What follows belongs to an exercise in optimizing a design on an open flow for small area, a short achievable clock period and few clock cycles per item; a production flow would make more cautious choices.
The RTL was checked by simulation tests, not by an equivalence proof against the original design.
Power figures rest on the tool's default switching activity, not on a simulated workload.

==> job 9663: inputs <==
==> flow/design.v <==
`default_nettype none
module dmem_bus #(
  parameter int N           = 32,
  parameter int ADDR_W      = 32,
  parameter int DEPTH       = 64,
  parameter int WAIT_CYCLES = 1     
) (
  input  logic              clk,
  input  logic              rst_n,
  input  logic              req_valid,
  output logic              req_ready,
  input  logic              req_write,
  input  logic [1:0]        req_size,
  input  logic              req_unsigned,
  input  logic [ADDR_W-1:0] req_addr,
  input  logic [N-1:0]      req_wdata,
  output logic              resp_valid,
  input  logic              resp_ready,
  output logic [N-1:0]      resp_rdata,
  output logic              resp_err
);
  localparam int IDX_W = $clog2(DEPTH);
  logic [DEPTH*N-1:0] mem;       
  logic             w_accept;
  logic             w_req_err;
  logic             s1_v, s1_ld, s1_err;
  logic [3:0]       s1_be;
  logic [N-1:0]     s1_wd;
  localparam int LO_W = IDX_W / 2;
  localparam int HI_W = IDX_W - LO_W;
  logic [(1<<LO_W)-1:0] s1_lo;    
  logic [(1<<HI_W)-1:0] s1_hi;    
  logic [6:0]       s1_ctl;
  logic             s2_v, s2_ld, s2_err;
  logic [N-1:0]     s2_word;
  logic [1:0]       s2_bsel;    
  logic             s2_hsel;    
  logic             s2_b1ext;   
  logic             s2_hiext;   
  logic             s2_sgn;     
  logic             s2_sbyte;   
  logic             out_v, out_err;
  logic [N-1:0]     out_d;
  logic             w_out_load, w_s2_stall, w_s1_stall;
  logic [N-1:0]     w_word;
  logic [7:0]       w_b0;
  logic [7:0]       w_b1;
  logic             w_sign;
  logic [N-1:0]     w_res;
  logic             w_unused;
  assign w_unused = ^req_addr[ADDR_W-1:IDX_W+2];
  assign w_req_err = (req_size == 2'b11) ||
                     ((req_size == 2'b01) && req_addr[0]) ||
                     ((req_size == 2'b10) && (req_addr[1:0] != 2'b00));
  assign w_out_load = !out_v || resp_ready;
  assign w_s2_stall = s2_v && !w_out_load;
  logic r_full;
  assign w_s1_stall = r_full && !resp_ready;
  assign req_ready = rst_n && !w_s1_stall;
  assign w_accept  = req_valid && req_ready;
  always_ff @(posedge clk or negedge rst_n) begin
    if (!rst_n) begin
      out_v  <= 1'b0;
      s2_v   <= 1'b0;
      s2_ld  <= 1'b0;
      s2_err <= 1'b0;
      s1_v   <= 1'b0;
      s1_ld  <= 1'b0;
      s1_err <= 1'b0;
      r_full <= 1'b0;
    end else begin
      r_full <= (w_out_load ? s2_v : out_v) &&
                (w_s2_stall || s1_v) &&
                (w_s1_stall || w_accept);
      if (w_out_load) out_v <= s2_v;
      if (!w_s2_stall) begin
        s2_v   <= s1_v;
        s2_ld  <= s1_ld;
        s2_err <= s1_err;
      end
      if (!w_s1_stall) begin
        s1_v   <= w_accept;
        s1_ld  <= w_accept && !req_write && !w_req_err;
        s1_err <= w_accept && w_req_err;
      end
    end
  end
  logic [3:0]   w_be;
  logic [N-1:0] w_wd;
  always_comb begin
    case (req_size)
      2'b00:   begin w_be = 4'b0001 << req_addr[1:0];           w_wd = {4{req_wdata[7:0]}}; end
      2'b01:   begin w_be = req_addr[1] ? 4'b1100 : 4'b0011; w_wd = {2{req_wdata[15:0]}}; end
      default: begin w_be = 4'b1111;                          w_wd = req_wdata; end
    endcase
    if (!(w_accept && req_write && !w_req_err)) w_be = 4'b0000;
  end
  always_ff @(posedge clk) begin
    s1_be <= w_be;
    for (int k = 0; k < 4; k++) s1_wd[8*k +: 8] <= w_wd[8*k +: 8] & {8{w_be[k]}};
  end
  always_ff @(posedge clk) begin
    if (!w_s1_stall) begin
      for (int i = 0; i < (1<<LO_W); i++) s1_lo[i] <= (req_addr[LO_W+1:2] == LO_W'(i));
      for (int i = 0; i < (1<<HI_W); i++) s1_hi[i] <= (req_addr[IDX_W+1:LO_W+2] == HI_W'(i));
      s1_ctl <= {(req_size == 2'b00) ? req_addr[1:0] :
                 (req_size == 2'b01) ? {req_addr[1], 1'b0} : 2'b00,
                 (req_size == 2'b01) && req_addr[1],
                 (req_size == 2'b00),
                 (req_size != 2'b10),
                 !req_unsigned,
                 (req_size == 2'b00)};
    end
  end
  logic [DEPTH-1:0]   w_sel;
  logic [4*DEPTH-1:0] w_keep;
  logic [DEPTH*N-1:0] w_mem_nxt;
  always_comb begin
    for (int w = 0; w < DEPTH; w++) begin
      w_sel[w] = s1_hi[w >> LO_W] && s1_lo[w & ((1<<LO_W)-1)];
      for (int k = 0; k < 4; k++) w_keep[4*w+k] = !(w_sel[w] && s1_be[k]);
    end
  end
  dmem_bus_wrnext #(.N(N), .DEPTH(DEPTH)) u_wrnext (
    .q   (mem),
    .keep(w_keep),
    .sel (w_sel),
    .wd  (s1_wd),
    .nxt (w_mem_nxt)
  );
  always_ff @(posedge clk) mem <= w_mem_nxt;
  dmem_bus_rdmux #(.N(N), .DEPTH(DEPTH)) u_rdmux (
    .sel (w_sel),
    .data(mem),
    .word(w_word)
  );
  always_ff @(posedge clk) begin
    if (!w_s2_stall) begin
      s2_word <= w_word;
      {s2_bsel, s2_hsel, s2_b1ext, s2_hiext, s2_sgn, s2_sbyte} <= s1_ctl;
    end
  end
  assign w_b0   = s2_word[{s2_bsel, 3'b000} +: 8];
  assign w_b1   = s2_hsel ? s2_word[31:24] : s2_word[15:8];
  assign w_sign = s2_sgn && (s2_sbyte ? w_b0[7] : w_b1[7]);
  always_comb begin
    w_res[7:0]   = w_b0;
    w_res[15:8]  = s2_b1ext ? {8{w_sign}} : w_b1;
    w_res[31:16] = s2_hiext ? {16{w_sign}} : s2_word[31:16];
    if (!s2_ld) w_res = '0;
  end
  always_ff @(posedge clk or negedge rst_n) begin
    if (!rst_n) begin
      out_d   <= '0;
      out_err <= 1'b0;
    end else if (w_out_load) begin
      out_d   <= w_res;
      out_err <= s2_err;
    end
  end
  assign resp_valid = out_v;
  assign resp_rdata = out_d;
  assign resp_err   = out_err;
endmodule
`default_nettype wire
module dmem_bus_wrnext #(
  parameter int N     = 32,
  parameter int DEPTH = 64
) (
  input  logic [DEPTH*N-1:0] q,
  input  logic [4*DEPTH-1:0] keep,
  input  logic [DEPTH-1:0]   sel,
  input  logic [N-1:0]       wd,
  output logic [DEPTH*N-1:0] nxt
);
  always_comb begin
    for (int w = 0; w < DEPTH; w++)
      for (int b = 0; b < N; b++)
        nxt[w*N+b] = (q[w*N+b] & keep[4*w+b/8]) | (wd[b] & sel[w]);
  end
endmodule
module dmem_bus_rdmux #(
  parameter int N     = 32,
  parameter int DEPTH = 64
) (
  input  logic [DEPTH-1:0]   sel,
  input  logic [DEPTH*N-1:0] data,
  output logic [N-1:0]       word
);
  localparam int G = (DEPTH + 2) / 3;
  logic [3*G-1:0]   s3;
  logic [3*G*N-1:0] d3;
  logic [G*N-1:0]   g;                     
  logic [N-1:0]     t [6];
  always_comb begin
    s3 = '0;
    d3 = '0;
    s3[DEPTH-1:0]   = sel;
    d3[DEPTH*N-1:0] = data;
  end
  for (genvar i = 0; i < G; i++) begin : g_aoi
    for (genvar b = 0; b < N; b++) begin : g_bit
      dmem_bus_aoi222 u_aoi (
        .a0(d3[(3*i)*N+b]),   .s0(s3[3*i]),
        .a1(d3[(3*i+1)*N+b]), .s1(s3[3*i+1]),
        .a2(d3[(3*i+2)*N+b]), .s2(s3[3*i+2]),
        .y (g[i*N+b])
      );
    end
  end
  always_comb begin
    for (int j = 0; j < 6; j++) begin
      t[j] = '1;
      for (int i = 4*j; i < 4*j+4 && i < G; i++) t[j] = t[j] & g[i*N +: N];
    end
    word = ~(t[0] & t[1] & t[2] & t[3] & t[4] & t[5]);
  end
endmodule
module dmem_bus_aoi222 (
  input  logic a0, s0, a1, s1, a2, s2,
  output logic y
);
  assign y = ~((a0 & s0) | (a1 & s1) | (a2 & s2));
endmodule
`default_nettype wire
==> flow/run.sh <==
#!/bin/bash
# synth_recipe.tcl (not shown) runs the flow's synth.tcl, then flattens the netlist and writes it again
# the make line also repeats each setting of config.mk as NAME=value (left out here)
make -C /OpenROAD-flow-scripts/flow DESIGN_CONFIG=/design/flow/config.mk WORK_HOME=/design/flow/orfs CLKGATE_MAP_FILE= SYNTH_SCRIPT=/design/flow/synth_recipe.tcl finish
==> flow/config.mk <==
export PLATFORM = sky130hd
export DESIGN_NAME = dmem_bus
export DESIGN_NICKNAME = dmem_bus
export VERILOG_FILES = /design/flow/design.v
export SDC_FILE = /design/flow/constraint.sdc
export NUM_CORES = 4
export LEC_CHECK = 0
export CAP_MARGIN = 20
export CORE_MARGIN = 2
export CORE_UTILIZATION = 40
export CTS_CLUSTER_DIAMETER = 60
export CTS_CLUSTER_SIZE = 28
export SETUP_SLACK_MARGIN = 2.5
export SLEW_MARGIN = 20
export SYNTH_HIERARCHICAL = 1
export SYNTH_MINIMUM_KEEP_SIZE = 0
==> flow/constraint.sdc <==
create_clock -name core_clock -period 5.0 [get_ports {clk}]
set_input_delay 1.0000 -clock core_clock [delete_from_list [all_inputs] [get_ports {clk}]]
set_output_delay 1.0000 -clock core_clock [all_outputs]
set_load 0.01 [all_outputs]
==> job 9069: changes against job 9663 <==
--- a/flow/design.v
+++ b/flow/design.v
@@ -28,6 +28,3 @@
   logic [N-1:0]     s1_wd;
-  localparam int LO_W = IDX_W / 2;
-  localparam int HI_W = IDX_W - LO_W;
-  logic [(1<<LO_W)-1:0] s1_lo;    
-  logic [(1<<HI_W)-1:0] s1_hi;    
+  logic [DEPTH-1:0] s1_sel;      
   logic [6:0]       s1_ctl;
@@ -56,5 +53,10 @@
   assign w_s2_stall = s2_v && !w_out_load;
-  logic r_full;
-  assign w_s1_stall = r_full && !resp_ready;
-  assign req_ready = rst_n && !w_s1_stall;
+  logic r_room;
+  assign w_s1_stall = !r_room && !resp_ready;
+  dmem_bus_rdy u_rdy (
+    .rst_n     (rst_n),
+    .resp_ready(resp_ready),
+    .room      (r_room),
+    .ready     (req_ready)
+  );
   assign w_accept  = req_valid && req_ready;
@@ -69,7 +71,7 @@
       s1_err <= 1'b0;
-      r_full <= 1'b0;
+      r_room <= 1'b0;
     end else begin
-      r_full <= (w_out_load ? s2_v : out_v) &&
-                (w_s2_stall || s1_v) &&
-                (w_s1_stall || w_accept);
+      r_room <= !((w_out_load ? s2_v : out_v) &&
+                  (w_s2_stall || s1_v) &&
+                  (w_s1_stall || w_accept));
       if (w_out_load) out_v <= s2_v;
@@ -103,4 +105,3 @@
     if (!w_s1_stall) begin
-      for (int i = 0; i < (1<<LO_W); i++) s1_lo[i] <= (req_addr[LO_W+1:2] == LO_W'(i));
-      for (int i = 0; i < (1<<HI_W); i++) s1_hi[i] <= (req_addr[IDX_W+1:LO_W+2] == HI_W'(i));
+      for (int w = 0; w < DEPTH; w++) s1_sel[w] <= (req_addr[IDX_W+1:2] == IDX_W'(w));
       s1_ctl <= {(req_size == 2'b00) ? req_addr[1:0] :
@@ -119,3 +120,3 @@
     for (int w = 0; w < DEPTH; w++) begin
-      w_sel[w] = s1_hi[w >> LO_W] && s1_lo[w & ((1<<LO_W)-1)];
+      w_sel[w] = s1_sel[w];
       for (int k = 0; k < 4; k++) w_keep[4*w+k] = !(w_sel[w] && s1_be[k]);
@@ -218,2 +219,10 @@
 endmodule
+module dmem_bus_rdy (
+  input  logic rst_n,
+  input  logic resp_ready,
+  input  logic room,
+  output logic ready
+);
+  assign ready = rst_n & (resp_ready | room);
+endmodule
 module dmem_bus_aoi222 (
==> flow/flow/run.sh (new file) <==
#!/bin/bash
# Layout flow: the standard flow (standard.sh, with its unchanged
# synthesis), run to finish with two settings changed on make's command line:
#  - MATCH_CELL_FOOTPRINT=0: timing repair may resize a cell to any cell of
#    the same function, not only to one of the same footprint;
#  - the port buffers that buffer_ports inserts are buf_4 cells.
# The make output goes to flow_make.log; ORFS writes each step's full log
# under orfs/logs/.
set -o pipefail
bash standard.sh MATCH_CELL_FOOTPRINT=0 \
  "BUFFER_PORTS_ARGS=-buffer_cell sky130_fd_sc_hd__buf_4" finish \
  > flow_make.log 2>&1
==> flow/standard.sh (new file) <==
#!/bin/bash
# synth_recipe.tcl (not shown) runs the flow's synth.tcl, then flattens the netlist and writes it again
# the make line also repeats each setting of config.mk as NAME=value (left out here)
make -C /OpenROAD-flow-scripts/flow DESIGN_CONFIG=/design/flow/config.mk WORK_HOME=/design/flow/orfs CLKGATE_MAP_FILE= SYNTH_SCRIPT=/design/flow/synth_recipe.tcl "${@:-finish}"
- PLACE_DENSITY: default -> 0.5
- SETUP_SLACK_MARGIN: 2.5 -> 2.6
removed: flow/run.sh
==> job 353: changes against job 9663 <==
--- a/flow/design.v
+++ b/flow/design.v
@@ -28,8 +28,6 @@
   logic [N-1:0]     s1_wd;
-  localparam int LO_W = IDX_W / 2;
-  localparam int HI_W = IDX_W - LO_W;
-  logic [(1<<LO_W)-1:0] s1_lo;    
-  logic [(1<<HI_W)-1:0] s1_hi;    
+  logic [DEPTH-1:0] s1_sel;      
   logic [6:0]       s1_ctl;
   logic             s2_v, s2_ld, s2_err;
+  logic [2*N-1:0]   s2_pn;      
   logic [N-1:0]     s2_word;
@@ -44,3 +42,3 @@
   logic             w_out_load, w_s2_stall, w_s1_stall;
-  logic [N-1:0]     w_word;
+  logic [2*N-1:0]   w_pn;
   logic [7:0]       w_b0;
@@ -54,11 +52,27 @@
                      ((req_size == 2'b10) && (req_addr[1:0] != 2'b00));
+  logic             r_rdy;
+  logic             sk_v, sk_err;
+  logic [N-1:0]     sk_d;
+  logic             w_out_v_n, w_sk_v_n, w_s2_v_n, w_s1_v_n;
   assign w_out_load = !out_v || resp_ready;
-  assign w_s2_stall = s2_v && !w_out_load;
-  logic r_full;
-  assign w_s1_stall = r_full && !resp_ready;
-  assign req_ready = rst_n && !w_s1_stall;
-  assign w_accept  = req_valid && req_ready;
+  assign w_s2_stall = s2_v && out_v && sk_v && !resp_ready;
+  assign w_s1_stall = s1_v && w_s2_stall;
+  assign req_ready = r_rdy;
+  assign w_accept  = req_valid && r_rdy;
+  always_comb begin
+    if (w_out_load) begin
+      w_out_v_n = sk_v || s2_v;
+      w_sk_v_n  = sk_v && s2_v;
+    end else begin
+      w_out_v_n = out_v;
+      w_sk_v_n  = sk_v || s2_v;
+    end
+  end
+  assign w_s2_v_n = w_s2_stall || s1_v;
+  assign w_s1_v_n = w_s1_stall || w_accept;
   always_ff @(posedge clk or negedge rst_n) begin
     if (!rst_n) begin
+      r_rdy  <= 1'b0;
       out_v  <= 1'b0;
+      sk_v   <= 1'b0;
       s2_v   <= 1'b0;
@@ -69,10 +83,9 @@
       s1_err <= 1'b0;
-      r_full <= 1'b0;
     end else begin
-      r_full <= (w_out_load ? s2_v : out_v) &&
-                (w_s2_stall || s1_v) &&
-                (w_s1_stall || w_accept);
-      if (w_out_load) out_v <= s2_v;
+      r_rdy  <= !(w_s1_v_n && w_s2_v_n && w_out_v_n && w_sk_v_n);
+      out_v  <= w_out_v_n;
+      sk_v   <= w_sk_v_n;
+      s2_v   <= w_s2_v_n;
+      s1_v   <= w_s1_v_n;
       if (!w_s2_stall) begin
-        s2_v   <= s1_v;
         s2_ld  <= s1_ld;
@@ -81,3 +94,2 @@
       if (!w_s1_stall) begin
-        s1_v   <= w_accept;
         s1_ld  <= w_accept && !req_write && !w_req_err;
@@ -103,4 +115,3 @@
     if (!w_s1_stall) begin
-      for (int i = 0; i < (1<<LO_W); i++) s1_lo[i] <= (req_addr[LO_W+1:2] == LO_W'(i));
-      for (int i = 0; i < (1<<HI_W); i++) s1_hi[i] <= (req_addr[IDX_W+1:LO_W+2] == HI_W'(i));
+      for (int w = 0; w < DEPTH; w++) s1_sel[w] <= (req_addr[IDX_W+1:2] == IDX_W'(w));
       s1_ctl <= {(req_size == 2'b00) ? req_addr[1:0] :
@@ -119,3 +130,3 @@
     for (int w = 0; w < DEPTH; w++) begin
-      w_sel[w] = s1_hi[w >> LO_W] && s1_lo[w & ((1<<LO_W)-1)];
+      w_sel[w] = s1_sel[w];
       for (int k = 0; k < 4; k++) w_keep[4*w+k] = !(w_sel[w] && s1_be[k]);
@@ -134,3 +145,3 @@
     .data(mem),
-    .word(w_word)
+    .part_n(w_pn)
   );
@@ -138,3 +149,3 @@
     if (!w_s2_stall) begin
-      s2_word <= w_word;
+      s2_pn <= w_pn;
       {s2_bsel, s2_hsel, s2_b1ext, s2_hiext, s2_sgn, s2_sbyte} <= s1_ctl;
@@ -142,2 +153,3 @@
   end
+  assign s2_word = ~(s2_pn[N-1:0] & s2_pn[2*N-1:N]);
   assign w_b0   = s2_word[{s2_bsel, 3'b000} +: 8];
@@ -150,2 +162,8 @@
     if (!s2_ld) w_res = '0;
+  end
+  always_ff @(posedge clk) begin
+    if (!(sk_v && !w_out_load)) begin
+      sk_d   <= w_res;
+      sk_err <= s2_err;
+    end
   end
@@ -156,4 +174,9 @@
     end else if (w_out_load) begin
-      out_d   <= w_res;
-      out_err <= s2_err;
+      if (sk_v) begin
+        out_d   <= sk_d;
+        out_err <= sk_err;
+      end else begin
+        out_d   <= w_res;
+        out_err <= s2_err;
+      end
     end
@@ -187,3 +210,3 @@
   input  logic [DEPTH*N-1:0] data,
-  output logic [N-1:0]       word
+  output logic [2*N-1:0]     part_n
 );
@@ -193,3 +216,2 @@
   logic [G*N-1:0]   g;                     
-  logic [N-1:0]     t [6];
   always_comb begin
@@ -211,7 +233,6 @@
   always_comb begin
-    for (int j = 0; j < 6; j++) begin
-      t[j] = '1;
-      for (int i = 4*j; i < 4*j+4 && i < G; i++) t[j] = t[j] & g[i*N +: N];
-    end
-    word = ~(t[0] & t[1] & t[2] & t[3] & t[4] & t[5]);
+    part_n = '1;
+    for (int i = 0; i < G; i++)
+      if (i < G/2) part_n[N-1:0]   = part_n[N-1:0]   & g[i*N +: N];
+      else         part_n[2*N-1:N] = part_n[2*N-1:N] & g[i*N +: N];
   end
==> flow/flow/run.sh (new file) <==
#!/bin/bash
# Layout flow: the standard flow (standard.sh, with its unchanged
# synthesis), run to finish with two settings changed on make's command line:
#  - MATCH_CELL_FOOTPRINT=0: timing repair may resize a cell to any cell of
#    the same function, not only to one of the same footprint;
#  - the port buffers that buffer_ports inserts are buf_4 cells.
# The make output goes to flow_make.log; ORFS writes each step's full log
# under orfs/logs/.
set -o pipefail
bash standard.sh MATCH_CELL_FOOTPRINT=0 \
  "BUFFER_PORTS_ARGS=-buffer_cell sky130_fd_sc_hd__buf_4" finish \
  > flow_make.log 2>&1
==> flow/standard.sh (new file) <==
#!/bin/bash
# synth_recipe.tcl (not shown) runs the flow's synth.tcl, then flattens the netlist and writes it again
# the make line also repeats each setting of config.mk as NAME=value (left out here)
make -C /OpenROAD-flow-scripts/flow DESIGN_CONFIG=/design/flow/config.mk WORK_HOME=/design/flow/orfs CLKGATE_MAP_FILE= SYNTH_SCRIPT=/design/flow/synth_recipe.tcl "${@:-finish}"
- PLACE_DENSITY: default -> 0.5
- SETUP_SLACK_MARGIN: 2.5 -> 2.6
removed: flow/run.sh
==> job 9821: changes against job 9663 <==
--- a/flow/design.v
+++ b/flow/design.v
@@ -28,8 +28,6 @@
   logic [N-1:0]     s1_wd;
-  localparam int LO_W = IDX_W / 2;
-  localparam int HI_W = IDX_W - LO_W;
-  logic [(1<<LO_W)-1:0] s1_lo;    
-  logic [(1<<HI_W)-1:0] s1_hi;    
+  logic [DEPTH-1:0] s1_sel;      
   logic [6:0]       s1_ctl;
   logic             s2_v, s2_ld, s2_err;
+  logic [2*N-1:0]   s2_pn;      
   logic [N-1:0]     s2_word;
@@ -44,3 +42,3 @@
   logic             w_out_load, w_s2_stall, w_s1_stall;
-  logic [N-1:0]     w_word;
+  logic [2*N-1:0]   w_pn;
   logic [7:0]       w_b0;
@@ -56,5 +54,10 @@
   assign w_s2_stall = s2_v && !w_out_load;
-  logic r_full;
-  assign w_s1_stall = r_full && !resp_ready;
-  assign req_ready = rst_n && !w_s1_stall;
+  logic r_room;
+  assign w_s1_stall = !r_room && !resp_ready;
+  dmem_bus_rdy u_rdy (
+    .rst_n     (rst_n),
+    .resp_ready(resp_ready),
+    .room      (r_room),
+    .ready     (req_ready)
+  );
   assign w_accept  = req_valid && req_ready;
@@ -69,7 +72,7 @@
       s1_err <= 1'b0;
-      r_full <= 1'b0;
+      r_room <= 1'b0;
     end else begin
-      r_full <= (w_out_load ? s2_v : out_v) &&
-                (w_s2_stall || s1_v) &&
-                (w_s1_stall || w_accept);
+      r_room <= !((w_out_load ? s2_v : out_v) &&
+                  (w_s2_stall || s1_v) &&
+                  (w_s1_stall || w_accept));
       if (w_out_load) out_v <= s2_v;
@@ -103,4 +106,3 @@
     if (!w_s1_stall) begin
-      for (int i = 0; i < (1<<LO_W); i++) s1_lo[i] <= (req_addr[LO_W+1:2] == LO_W'(i));
-      for (int i = 0; i < (1<<HI_W); i++) s1_hi[i] <= (req_addr[IDX_W+1:LO_W+2] == HI_W'(i));
+      for (int w = 0; w < DEPTH; w++) s1_sel[w] <= (req_addr[IDX_W+1:2] == IDX_W'(w));
       s1_ctl <= {(req_size == 2'b00) ? req_addr[1:0] :
@@ -119,3 +121,3 @@
     for (int w = 0; w < DEPTH; w++) begin
-      w_sel[w] = s1_hi[w >> LO_W] && s1_lo[w & ((1<<LO_W)-1)];
+      w_sel[w] = s1_sel[w];
       for (int k = 0; k < 4; k++) w_keep[4*w+k] = !(w_sel[w] && s1_be[k]);
@@ -134,3 +136,3 @@
     .data(mem),
-    .word(w_word)
+    .part_n(w_pn)
   );
@@ -138,3 +140,3 @@
     if (!w_s2_stall) begin
-      s2_word <= w_word;
+      s2_pn <= w_pn;
       {s2_bsel, s2_hsel, s2_b1ext, s2_hiext, s2_sgn, s2_sbyte} <= s1_ctl;
@@ -142,2 +144,3 @@
   end
+  assign s2_word = ~(s2_pn[N-1:0] & s2_pn[2*N-1:N]);
   assign w_b0   = s2_word[{s2_bsel, 3'b000} +: 8];
@@ -187,3 +190,3 @@
   input  logic [DEPTH*N-1:0] data,
-  output logic [N-1:0]       word
+  output logic [2*N-1:0]     part_n
 );
@@ -193,3 +196,2 @@
   logic [G*N-1:0]   g;                     
-  logic [N-1:0]     t [6];
   always_comb begin
@@ -211,8 +213,15 @@
   always_comb begin
-    for (int j = 0; j < 6; j++) begin
-      t[j] = '1;
-      for (int i = 4*j; i < 4*j+4 && i < G; i++) t[j] = t[j] & g[i*N +: N];
-    end
-    word = ~(t[0] & t[1] & t[2] & t[3] & t[4] & t[5]);
-  end
+    part_n = '1;
+    for (int i = 0; i < G; i++)
+      if (i < G/2) part_n[N-1:0]   = part_n[N-1:0]   & g[i*N +: N];
+      else         part_n[2*N-1:N] = part_n[2*N-1:N] & g[i*N +: N];
+  end
+endmodule
+module dmem_bus_rdy (
+  input  logic rst_n,
+  input  logic resp_ready,
+  input  logic room,
+  output logic ready
+);
+  assign ready = rst_n & (resp_ready | room);
 endmodule
==> notes.md <==
Flip-flop and latch count: job 9663 < job 9069 < job 9821 < job 353.
Against job 353, the combinational power of job 9663 is smaller by 82%.
Of job 9069 and job 353, job 353 has the higher final area (gap 1.5%, measured against job 353).
Routed wire length: job 9821 < job 9663 < job 353 < job 9069.
Against job 9821, the clock-buffer cell count of job 9069 is higher by 11.
Die area, highest first: job 353, job 9821, job 9069, job 9663.
The lowest non-clock buffer count belongs to job 9821, the highest to job 9069.
The lowest critical path depth belongs to job 9821, the highest to job 9663.
Between job 9663 and job 9069, the lower hold slack is in job 9069 (gap 170 ps).
Via count: job 9821 < job 9069 < job 353 < job 9663.
In job 353 the cell count is higher than in job 9069, by 2.1%.
Testbench counts of job 9663, summed over its fixed seeds: cycles 24,024, items 24,000.
Testbench counts of job 9069, summed over its fixed seeds: cycles 24,024, items 24,000.
Testbench counts of job 353, summed over its fixed seeds: cycles 24,024, items 24,000.
Testbench counts of job 9821, summed over its fixed seeds: cycles 24,024, items 24,000.

==> static timing again, ports no longer ideal <==
Ports are ideal in the flow. The routed layouts listed here were re-timed in OpenROAD.
Step 1 sets driving cells, clkbuf_16 on the clock port and buf_2 on the other inputs (assumed; they add their load-dependent delay and slew).
Step 2 adds t to the input delays and takes it off the output delays; t is the mean of the earliest and latest rising clock arrival at the registers after step 1. Input paths then give back, and output paths get back, about the clock's delay inside the block.
Slacks: ideal / step 1 / step 2; pairs: ideal / step 1.
run	shift t [ns]	setup WS [ns]	cell pins on the clock port's net
job 9663	0.889	1.855 / 1.855 / 1.855	1
job 9069	0.893	2.180 / 2.180 / 2.150	1
job 353	0.891	2.580 / 2.498 / 2.082	1
job 9821	0.907	2.464 / 2.375 / 1.954	1
After both steps setup and hold are still met in every run listed. For job 9821, which loses most, drivers alone change the setup slack by -0.089 ns; drivers and shift together by -0.510 ns.
